What follows belongs to an exercise in optimizing a design on an open flow for small area; a production flow would make more cautious choices. Only simulation tests tie the RTL to the original design; equivalence was not proved. Power figures rest on the tool's default switching activity, not on a simulated workload. No driver is modelled on the clock port, so clocking that relies on it looks cheaper here than on a real chip.

## lcd_frame_refresh
module lcd_frame_refresh #(
    parameter int unsigned ROWS        = 4,
    parameter int unsigned COLS        = 20,
    parameter int unsigned POWERUP_CYC = 40_000,
    parameter int unsigned SETUP_CYC   = 4,
    parameter int unsigned E_HIGH_CYC  = 25,
    parameter int unsigned CMD_CYC     = 200,
    parameter int unsigned LONG_CYC    = 4_000,
    localparam int unsigned NCHR       = ROWS * COLS,
    localparam int unsigned AW         = $clog2(NCHR + 1)
) (
    input  logic          clk,
    input  logic          rst,
    input  logic          wr_en,
    input  logic [AW-1:0] wr_addr,
    input  logic [7:0]    wr_data,
    output logic          lcd_rs,
    output logic          lcd_rw,
    output logic          lcd_e,
    output logic [7:0]    lcd_data,
    output logic          init_done,
    output logic          frame_done
);
    localparam int unsigned RL     = 16;                
    localparam int unsigned NRING  = (NCHR + RL - 1) / RL;
    localparam int unsigned HW     = AW - 4;            
    localparam int unsigned E_ON   = SETUP_CYC - 1;
    localparam int unsigned E_OFF  = SETUP_CYC + E_HIGH_CYC - 1;
    localparam int unsigned DONE_S = SETUP_CYC + E_HIGH_CYC + CMD_CYC - 1;
    localparam int unsigned DONE_L = SETUP_CYC + E_HIGH_CYC + LONG_CYC - 1;
    localparam int unsigned PU_K   = (POWERUP_CYC - 1) / RL;
    localparam int unsigned Q_RST  = (POWERUP_CYC - 1) % RL;
    localparam int unsigned TMAX   = (DONE_L > PU_K) ? DONE_L : PU_K;
    localparam int unsigned CNT_W  = $clog2(TMAX + 1);
    localparam int unsigned N_RST  = NCHR - 8;
    function automatic logic reached(input logic [CNT_W-1:0] c, input int unsigned k);
        reached = ((c & CNT_W'(k)) == CNT_W'(k));
    endfunction
  ...
For scale: about 1800 cells after synthesis, roughly 690 flip-flops, about 31 I/O pins.
==> flow/config.mk <==
export PLATFORM = sky130hd
export DESIGN_NAME = lcd_frame_refresh
export DESIGN_NICKNAME = lcd_frame_refresh
export VERILOG_FILES = /design/flow/design.v
export SDC_FILE = /design/flow/constraint.sdc
export NUM_CORES = 4
export LEC_CHECK = 0
export CAP_MARGIN = 0
export CORE_MARGIN = 2
export CORE_UTILIZATION = 80
export CTS_BUF_LIST = sky130_fd_sc_hd__clkbuf_16
export CTS_CLUSTER_DIAMETER = 80
export CTS_CLUSTER_SIZE = 30
export GPL_ROUTABILITY_DRIVEN = 0
export GPL_TIMING_DRIVEN = 0
export PLACE_DENSITY = 0.88
export SLEW_MARGIN = 0
export SYNTH_HIERARCHICAL = 1
export SYNTH_MINIMUM_KEEP_SIZE = 0
==> flow/constraint.sdc <==
create_clock -name core_clock -period 10.0 [get_ports {clk}]
set_input_delay 2.0000 -clock core_clock [delete_from_list [all_inputs] [get_ports {clk}]]
set_output_delay 2.0000 -clock core_clock [all_outputs]
set_load 0.01 [all_outputs]
standard.sh (not shown) runs the stock make flow with config.mk's settings and CLKGATE_MAP_FILE= SYNTH_SCRIPT=/design/flow/synth_recipe.tcl, a recipe that flattens the netlist after the stock synthesis.
==> flow/flow/run.sh <==
#!/bin/bash
# Own layout flow: the standard ORFS flow (standard.sh, unchanged synthesis), with
# smaller port buffers and clock tree synthesis without dummy loads. The make output goes
# to standard.log; ORFS writes each step's full log under orfs/logs/.
set -euo pipefail
cd "$(dirname "$0")/.."
export BUFFER_PORTS_ARGS="-buffer_cell sky130_fd_sc_hd__buf_1"
export CTS_ARGS="-sink_clustering_enable -repair_clock_nets -sink_clustering_size 18 -sink_clustering_max_diameter 60 -buf_list sky130_fd_sc_hd__clkbuf_8 -dont_use_dummy_load"

bash standard.sh > standard.log 2>&1
The first run finished but failed the layout checks on max-capacitance violations, max-slew violations.
Change:
--- a/flow/flow/run.sh
+++ b/flow/flow/run.sh
@@ -7,4 +7,3 @@
 export BUFFER_PORTS_ARGS="-buffer_cell sky130_fd_sc_hd__buf_1"
-export CTS_ARGS="-sink_clustering_enable -repair_clock_nets -sink_clustering_size 18 -sink_clustering_max_diameter 60 -buf_list sky130_fd_sc_hd__clkbuf_8 -dont_use_dummy_load"
-
+export CTS_ARGS="-sink_clustering_enable -repair_clock_nets -sink_clustering_size 30 -sink_clustering_max_diameter 80 -buf_list sky130_fd_sc_hd__clkbuf_16 -dont_use_dummy_load"
 bash standard.sh > standard.log 2>&1
CORE_UTILIZATION = 65   (was 80)
GPL_ROUTABILITY_DRIVEN = not set   (was 0)
GPL_TIMING_DRIVEN = not set   (was 0)
PLACE_DENSITY = 0.75   (was 0.88)
After rerunning: The changed run went through all stages and came out clean. Register-to-register slack gains 630 ps. Worst hold slack gains 6.3 ps. Critical path depth rises by 1. Power rises slightly. Maximum frequency rises by about a fifth. Core utilization falls by 18 points. Wire length falls by a few percent.
Change:
--- a/flow/flow/run.sh
+++ b/flow/flow/run.sh
@@ -7,3 +7,4 @@
 export BUFFER_PORTS_ARGS="-buffer_cell sky130_fd_sc_hd__buf_1"
-export CTS_ARGS="-sink_clustering_enable -repair_clock_nets -sink_clustering_size 30 -sink_clustering_max_diameter 80 -buf_list sky130_fd_sc_hd__clkbuf_16 -dont_use_dummy_load"
+export CTS_ARGS="-sink_clustering_enable -repair_clock_nets -sink_clustering_size 18 -sink_clustering_max_diameter 60 -buf_list sky130_fd_sc_hd__clkbuf_8 -dont_use_dummy_load"
+export RECOVER_POWER=100
 bash standard.sh > standard.log 2>&1
With this change the flow finished but fails on max-capacitance violations, max-slew violations.
Clock power fell by about 5%.
Setup slack is worse by 2700 ps.
Count of clock-buffer cells in the layout came out higher by 18.
Register-to-register slack is worse by 90 ps.
Worst hold slack hardly moves.
Utilization fell by 0.38 points.
Routed wire length grows by 0.36%.
Cell count rises by 0.79%.
Via count is about the same.
Non-clock buffer count is unchanged.
Total power fell by about 1.2%.
Change:
--- a/flow/flow/run.sh
+++ b/flow/flow/run.sh
@@ -7,4 +7,3 @@
 export BUFFER_PORTS_ARGS="-buffer_cell sky130_fd_sc_hd__buf_1"
-export CTS_ARGS="-sink_clustering_enable -repair_clock_nets -sink_clustering_size 18 -sink_clustering_max_diameter 60 -buf_list sky130_fd_sc_hd__clkbuf_8 -dont_use_dummy_load"
-export RECOVER_POWER=100
+export CTS_ARGS="-sink_clustering_enable -repair_clock_nets -sink_clustering_size 20 -sink_clustering_max_diameter 60 -buf_list sky130_fd_sc_hd__clkbuf_8 -dont_use_dummy_load"
 bash standard.sh > standard.log 2>&1
With this change the flow ran to the end with no violations.
Final cell count barely changes.
Setup slack gets better by 2700 ps.
Sequential share of layout area barely changes.
Fmax came out higher by about 60%.
Cell area barely changes.
Clock power came out lower by about 3%.
Global-route usage came out lower by 0.21 points.
Non-clock buffer count does not change.


The RTL this note starts from:
==> flow/design.v <==
module lcd_frame_refresh #(
    parameter int unsigned ROWS        = 4,
    parameter int unsigned COLS        = 20,
    parameter int unsigned POWERUP_CYC = 40_000,
    parameter int unsigned SETUP_CYC   = 4,
    parameter int unsigned E_HIGH_CYC  = 25,
    parameter int unsigned CMD_CYC     = 200,
    parameter int unsigned LONG_CYC    = 4_000,
    localparam int unsigned NCHR       = ROWS * COLS,
    localparam int unsigned AW         = $clog2(NCHR + 1)
) (
    input  logic          clk,
    input  logic          rst,
    input  logic          wr_en,
    input  logic [AW-1:0] wr_addr,
    input  logic [7:0]    wr_data,
    output logic          lcd_rs,
    output logic          lcd_rw,
    output logic          lcd_e,
    output logic [7:0]    lcd_data,
    output logic          init_done,
    output logic          frame_done
);
    localparam int unsigned RL     = 16;                
    localparam int unsigned NRING  = (NCHR + RL - 1) / RL;
    localparam int unsigned HW     = AW - 4;            
    localparam int unsigned E_ON   = SETUP_CYC - 1;
    localparam int unsigned E_OFF  = SETUP_CYC + E_HIGH_CYC - 1;
    localparam int unsigned DONE_S = SETUP_CYC + E_HIGH_CYC + CMD_CYC - 1;
    localparam int unsigned DONE_L = SETUP_CYC + E_HIGH_CYC + LONG_CYC - 1;
    localparam int unsigned PU_K   = (POWERUP_CYC - 1) / RL;
    localparam int unsigned Q_RST  = (POWERUP_CYC - 1) % RL;
    localparam int unsigned TMAX   = (DONE_L > PU_K) ? DONE_L : PU_K;
    localparam int unsigned CNT_W  = $clog2(TMAX + 1);
    localparam int unsigned N_RST  = NCHR - 8;
    function automatic logic reached(input logic [CNT_W-1:0] c, input int unsigned k);
        reached = ((c & CNT_W'(k)) == CNT_W'(k));
    endfunction
    function automatic logic [7:0] init_byte(input logic [2:0] s);
        case (s)
            3'd0, 3'd1, 3'd2: init_byte = 8'h30;
            3'd3:             init_byte = 8'h38;
            3'd4:             init_byte = 8'h08;
            3'd5:             init_byte = 8'h01;
            3'd6:             init_byte = 8'h06;
            default:          init_byte = 8'h0C;
        endcase
    endfunction
    logic [CNT_W-1:0] cnt_q;
    logic [3:0]       q_q;        
    logic [AW-1:0]    nidx_q;     
    logic             busy_q;
    logic             dirty_q;
    logic [7:0]       hold_q;     
    logic             rs_q, e_q, init_done_q, frame_done_q;
    logic [7:0]       data_q;
    logic             wr_ok;
    assign wr_ok = wr_en && (wr_addr < AW'(NCHR));
    logic [2:0] step;
    assign step = nidx_q[2:0];
    logic powerup, in_init, idle, xfer_addr, xfer_char;
    assign powerup   = !init_done_q && !busy_q;
    assign in_init   = !init_done_q &&  busy_q;
    assign idle      =  init_done_q && !busy_q;
    assign xfer_addr =  init_done_q &&  busy_q && !rs_q;
    assign xfer_char =  init_done_q &&  busy_q &&  rs_q;
    logic long_c, done_c, q_zero;
    assign long_c = in_init && (step <= 3'd2 || step == 3'd5);
    assign done_c = busy_q && (long_c ? reached(cnt_q, DONE_L) : reached(cnt_q, DONE_S));
    assign q_zero = (q_q == 4'd0);
    logic row_end, last_chr;
    always_comb begin
        row_end = 1'b0;
        for (int r = 0; r < int'(ROWS); r++)
            if (nidx_q == AW'(r * COLS)) row_end = 1'b1;
    end
    assign last_chr = (nidx_q == '0);
    logic pu_launch, init_step, init_next, init_end, addr0_launch, char_done;
    logic addr_row_launch, char_launch, addr_launch, launch, nidx_inc;
    assign pu_launch       = powerup && q_zero && reached(cnt_q, PU_K);
    assign init_step       = in_init && done_c;
    assign init_next       = init_step && (step != 3'd7);
    assign init_end        = init_step && (step == 3'd7);
    assign addr0_launch    = idle && dirty_q;
    assign char_done       = xfer_char && done_c;
    assign addr_row_launch = char_done && row_end && !last_chr;
    assign char_launch     = (xfer_addr && done_c) || (char_done && !row_end);
    assign addr_launch     = addr0_launch || addr_row_launch;
    assign launch          = pu_launch || init_next || addr_launch || char_launch;
    assign nidx_inc        = init_step || char_launch;
    logic [7:0] l_byte;
    always_comb begin
        if (char_launch)      l_byte = hold_q;
        else if (addr_launch) l_byte = {1'b1, nidx_q[2], 1'b0, nidx_q[5], 1'b0, nidx_q[5], 2'b00};
        else if (pu_launch)   l_byte = init_byte(3'd0);
        else                  l_byte = init_byte(step + 3'd1);
    end
    always_ff @(posedge clk) begin
        if (rst) begin
            cnt_q   <= '0;
            q_q     <= 4'(Q_RST);
            nidx_q  <= AW'(N_RST);
            busy_q  <= 1'b0;
            dirty_q <= 1'b1;
        end else begin
            cnt_q   <= (launch || done_c) ? '0
                     : cnt_q + CNT_W'(busy_q || (powerup && q_zero));
            q_q     <= q_q - 4'd1;
            if (nidx_inc) nidx_q <= (nidx_q == AW'(NCHR - 1)) ? '0 : nidx_q + AW'(1);
            busy_q  <= launch || (busy_q && !done_c);
            dirty_q <= wr_ok || (dirty_q && !addr0_launch);
        end
    end
    always_ff @(posedge clk or posedge rst) begin
        if (rst) begin
            rs_q         <= 1'b0;
            e_q          <= 1'b0;
            data_q       <= 8'h00;
            init_done_q  <= 1'b0;
            frame_done_q <= 1'b0;
        end else begin
            if (launch) begin
                rs_q   <= char_launch;
                data_q <= l_byte;
            end
            e_q          <= launch ? 1'b0
                          : e_q ? !reached(cnt_q, E_OFF)
                          : (busy_q && cnt_q == CNT_W'(E_ON));
            init_done_q  <= init_done_q || init_end;
            frame_done_q <= char_done && last_chr;
        end
    end
    logic [3:0] wslot;
    assign wslot = wr_addr[3:0] - q_q;
    logic [NRING-1:0] sel_hi;
    logic [RL-1:0]    sel_lo;
    always_comb begin
        for (int h = 0; h < int'(NRING); h++)
            sel_hi[h] = (wr_ok && wr_addr[AW-1:4] == HW'(h)) || rst;
        for (int l = 0; l < int'(RL); l++)
            sel_lo[l] = (wslot == 4'(l)) || rst;
    end
    logic [7:0] x_even, x_odd;
    assign x_even = rst ? 8'hFF : ~(wr_data ^ 8'h20);
    assign x_odd  = rst ? 8'h00 : (wr_data ^ 8'h20);
    logic [7:0] slot_q [NRING][RL];
    logic [7:0] slot_d [NRING][RL];
    for (genvar h = 0; h < int'(NRING); h++) begin : g_ring
        for (genvar j = 0; j < int'(RL); j++) begin : g_slot
            logic sel, sel_n;
            lcd_frame_refresh_sel u_sel (
                .hi(sel_hi[h]), .lo(sel_lo[j]), .hi_n(!sel_hi[h]), .lo_n(!sel_lo[j]),
                .sel(sel), .sel_n(sel_n)
            );
            for (genvar b = 0; b < 8; b++) begin : g_bit
                lcd_frame_refresh_cell u_cell (
                    .sel_n(sel_n), .sel(sel),
                    .x((j % 2 == 0) ? x_even[b] : x_odd[b]),
                    .prev(slot_q[h][(j + RL - 1) % RL][b]), .d(slot_d[h][j][b])
                );
            end
        end
    end
    always_ff @(posedge clk) begin
        for (int h = 0; h < int'(NRING); h++)
            for (int j = 0; j < int'(RL); j++) slot_q[h][j] <= slot_d[h][j];
    end
    logic [7:0] tap_byte;
    always_comb begin
        tap_byte = 8'h20;
        for (int h = 0; h < int'(NRING); h++)
            if (nidx_q[AW-1:4] == HW'(h)) tap_byte = ~slot_q[h][RL-1] ^ 8'h20;
    end
    logic snoop, capture;
    assign snoop   = wr_ok && (wr_addr == nidx_q);
    assign capture = (q_q == nidx_q[3:0]);
    always_ff @(posedge clk) begin
        if (snoop)        hold_q <= wr_data;
        else if (capture) hold_q <= tap_byte;
    end
    assign lcd_rs     = rs_q;
    assign lcd_rw     = 1'b0;
    assign lcd_e      = e_q;
    assign lcd_data   = data_q;
    assign init_done  = init_done_q;
    assign frame_done = frame_done_q;
endmodule
module lcd_frame_refresh_sel (
    input  logic hi,
    input  logic lo,
    input  logic hi_n,
    input  logic lo_n,
    output logic sel,
    output logic sel_n
);
    assign sel   = !(hi_n || lo_n);
    assign sel_n = !(hi && lo);
endmodule
module lcd_frame_refresh_cell (
    input  logic sel_n,
    input  logic sel,
    input  logic x,
    input  logic prev,
    output logic d
);
    assign d = ~((sel_n | x) & (sel | prev));
endmodule
==> flow/config.mk <==
export PLATFORM = sky130hd
export DESIGN_NAME = lcd_frame_refresh
export DESIGN_NICKNAME = lcd_frame_refresh
export VERILOG_FILES = /design/flow/design.v
export SDC_FILE = /design/flow/constraint.sdc
export NUM_CORES = 4
export LEC_CHECK = 0
export CAP_MARGIN = 0
export CORE_MARGIN = 2
export CORE_UTILIZATION = 65
export CTS_BUF_LIST = sky130_fd_sc_hd__clkbuf_16
export CTS_CLUSTER_DIAMETER = 80
export CTS_CLUSTER_SIZE = 30
export PLACE_DENSITY = 0.75
export SLEW_MARGIN = 0
export SYNTH_HIERARCHICAL = 1
export SYNTH_MINIMUM_KEEP_SIZE = 0
==> flow/constraint.sdc <==
create_clock -name core_clock -period 10.0 [get_ports {clk}]
set_input_delay 2.0000 -clock core_clock [delete_from_list [all_inputs] [get_ports {clk}]]
set_output_delay 2.0000 -clock core_clock [all_outputs]
set_load 0.01 [all_outputs]
==> flow/flow/run.sh <==
#!/bin/bash
# Own layout flow: the standard ORFS flow (standard.sh, unchanged synthesis), with
# smaller port buffers and clock tree synthesis without dummy loads. The make output goes
# to standard.log; ORFS writes each step's full log under orfs/logs/.
set -euo pipefail
cd "$(dirname "$0")/.."
export BUFFER_PORTS_ARGS="-buffer_cell sky130_fd_sc_hd__buf_1"
export CTS_ARGS="-sink_clustering_enable -repair_clock_nets -sink_clustering_size 34 -sink_clustering_max_diameter 60 -buf_list sky130_fd_sc_hd__clkbuf_16 -dont_use_dummy_load"
bash standard.sh > standard.log 2>&1
Edit:
==> flow/run.sh (new file) <==
#!/bin/bash
# synth_recipe.tcl (not shown) runs the flow's synth.tcl, then flattens the netlist and writes it again
# the make line also repeats each setting of config.mk as NAME=value (left out here)
make -C /OpenROAD-flow-scripts/flow DESIGN_CONFIG=/design/flow/config.mk WORK_HOME=/design/flow/orfs CLKGATE_MAP_FILE= SYNTH_SCRIPT=/design/flow/synth_recipe.tcl finish
==> flow/config.mk (replaced) <==
export PLATFORM = sky130hd
export DESIGN_NAME = lcd_frame_refresh
export DESIGN_NICKNAME = lcd_frame_refresh
export VERILOG_FILES = /design/flow/design.v
export SDC_FILE = /design/flow/constraint.sdc
export NUM_CORES = 4
export LEC_CHECK = 0
export CAP_MARGIN = 20
export CORE_MARGIN = 2
export CORE_UTILIZATION = 65
export CTS_BUF_LIST = sky130_fd_sc_hd__clkbuf_8
export CTS_CLUSTER_DIAMETER = 60
export CTS_CLUSTER_SIZE = 18
export PLACE_DENSITY = 0.75
export SLEW_MARGIN = 20
export SYNTH_HIERARCHICAL = 1
export SYNTH_MINIMUM_KEEP_SIZE = 0
removed: flow/flow/run.sh
removed: flow/standard.sh
The changed run finished clean.
Critical path depth does not change.
Core utilization hardly moves.
Worst setup slack loses 340 ps.
Wire length shrinks by 0.68%.
Design area barely changes.
Combinational power stays flat.
Die area is unchanged.
Power shrinks by 3.6%.
Fmax shrinks by about 7%.

==> re-timing with driven ports <==
The flow's constraints put no driver on any port. The routed layouts listed below were extracted and timed again, unchanged, in two steps.
Step 1 (the two cells are an assumption about what drives the block):
set clk [get_ports {clk}]
set_driving_cell -lib_cell sky130_fd_sc_hd__clkbuf_16 $clk
set_driving_cell -lib_cell sky130_fd_sc_hd__buf_2 [delete_from_list [all_inputs] $clk]
Step 2 also shifts input and output timing later by t, the mid clock arrival at the registers, as if the neighbouring blocks saw the same clock.
Slacks: ideal / step 1 / step 2; pairs: ideal / step 1.
| run | shift t [ns] | slack for setup (ns) | hold WS [ns] |
|---|---|---|---|
| the first run of note 1 | 0.627 | 4.599 / 4.621 / 3.995 | 0.388 / 0.388 / 0.388 |
| the second run of note 1 | 0.623 | 5.483 / 5.509 / 4.886 | 0.394 / 0.394 / 0.394 |
| the third run of note 1 | 0.639 | 2.773 / 2.795 / 2.156 | 0.396 / 0.396 / 0.396 |
| the fourth run of note 1 | 0.627 | 5.488 / 5.511 / 4.884 | 0.380 / 0.380 / 0.380 |
| the first run of note 2 | 0.589 | 5.423 / 5.451 / 4.862 | 0.353 / 0.353 / 0.353 |
| the second run of note 2 | 0.654 | 5.084 / 5.111 / 4.457 | 0.402 / 0.402 / 0.402 |
The setup slack of the second run of note 2, which loses most, moves by +0.027 ns with the drivers and by -0.627 ns with both steps.
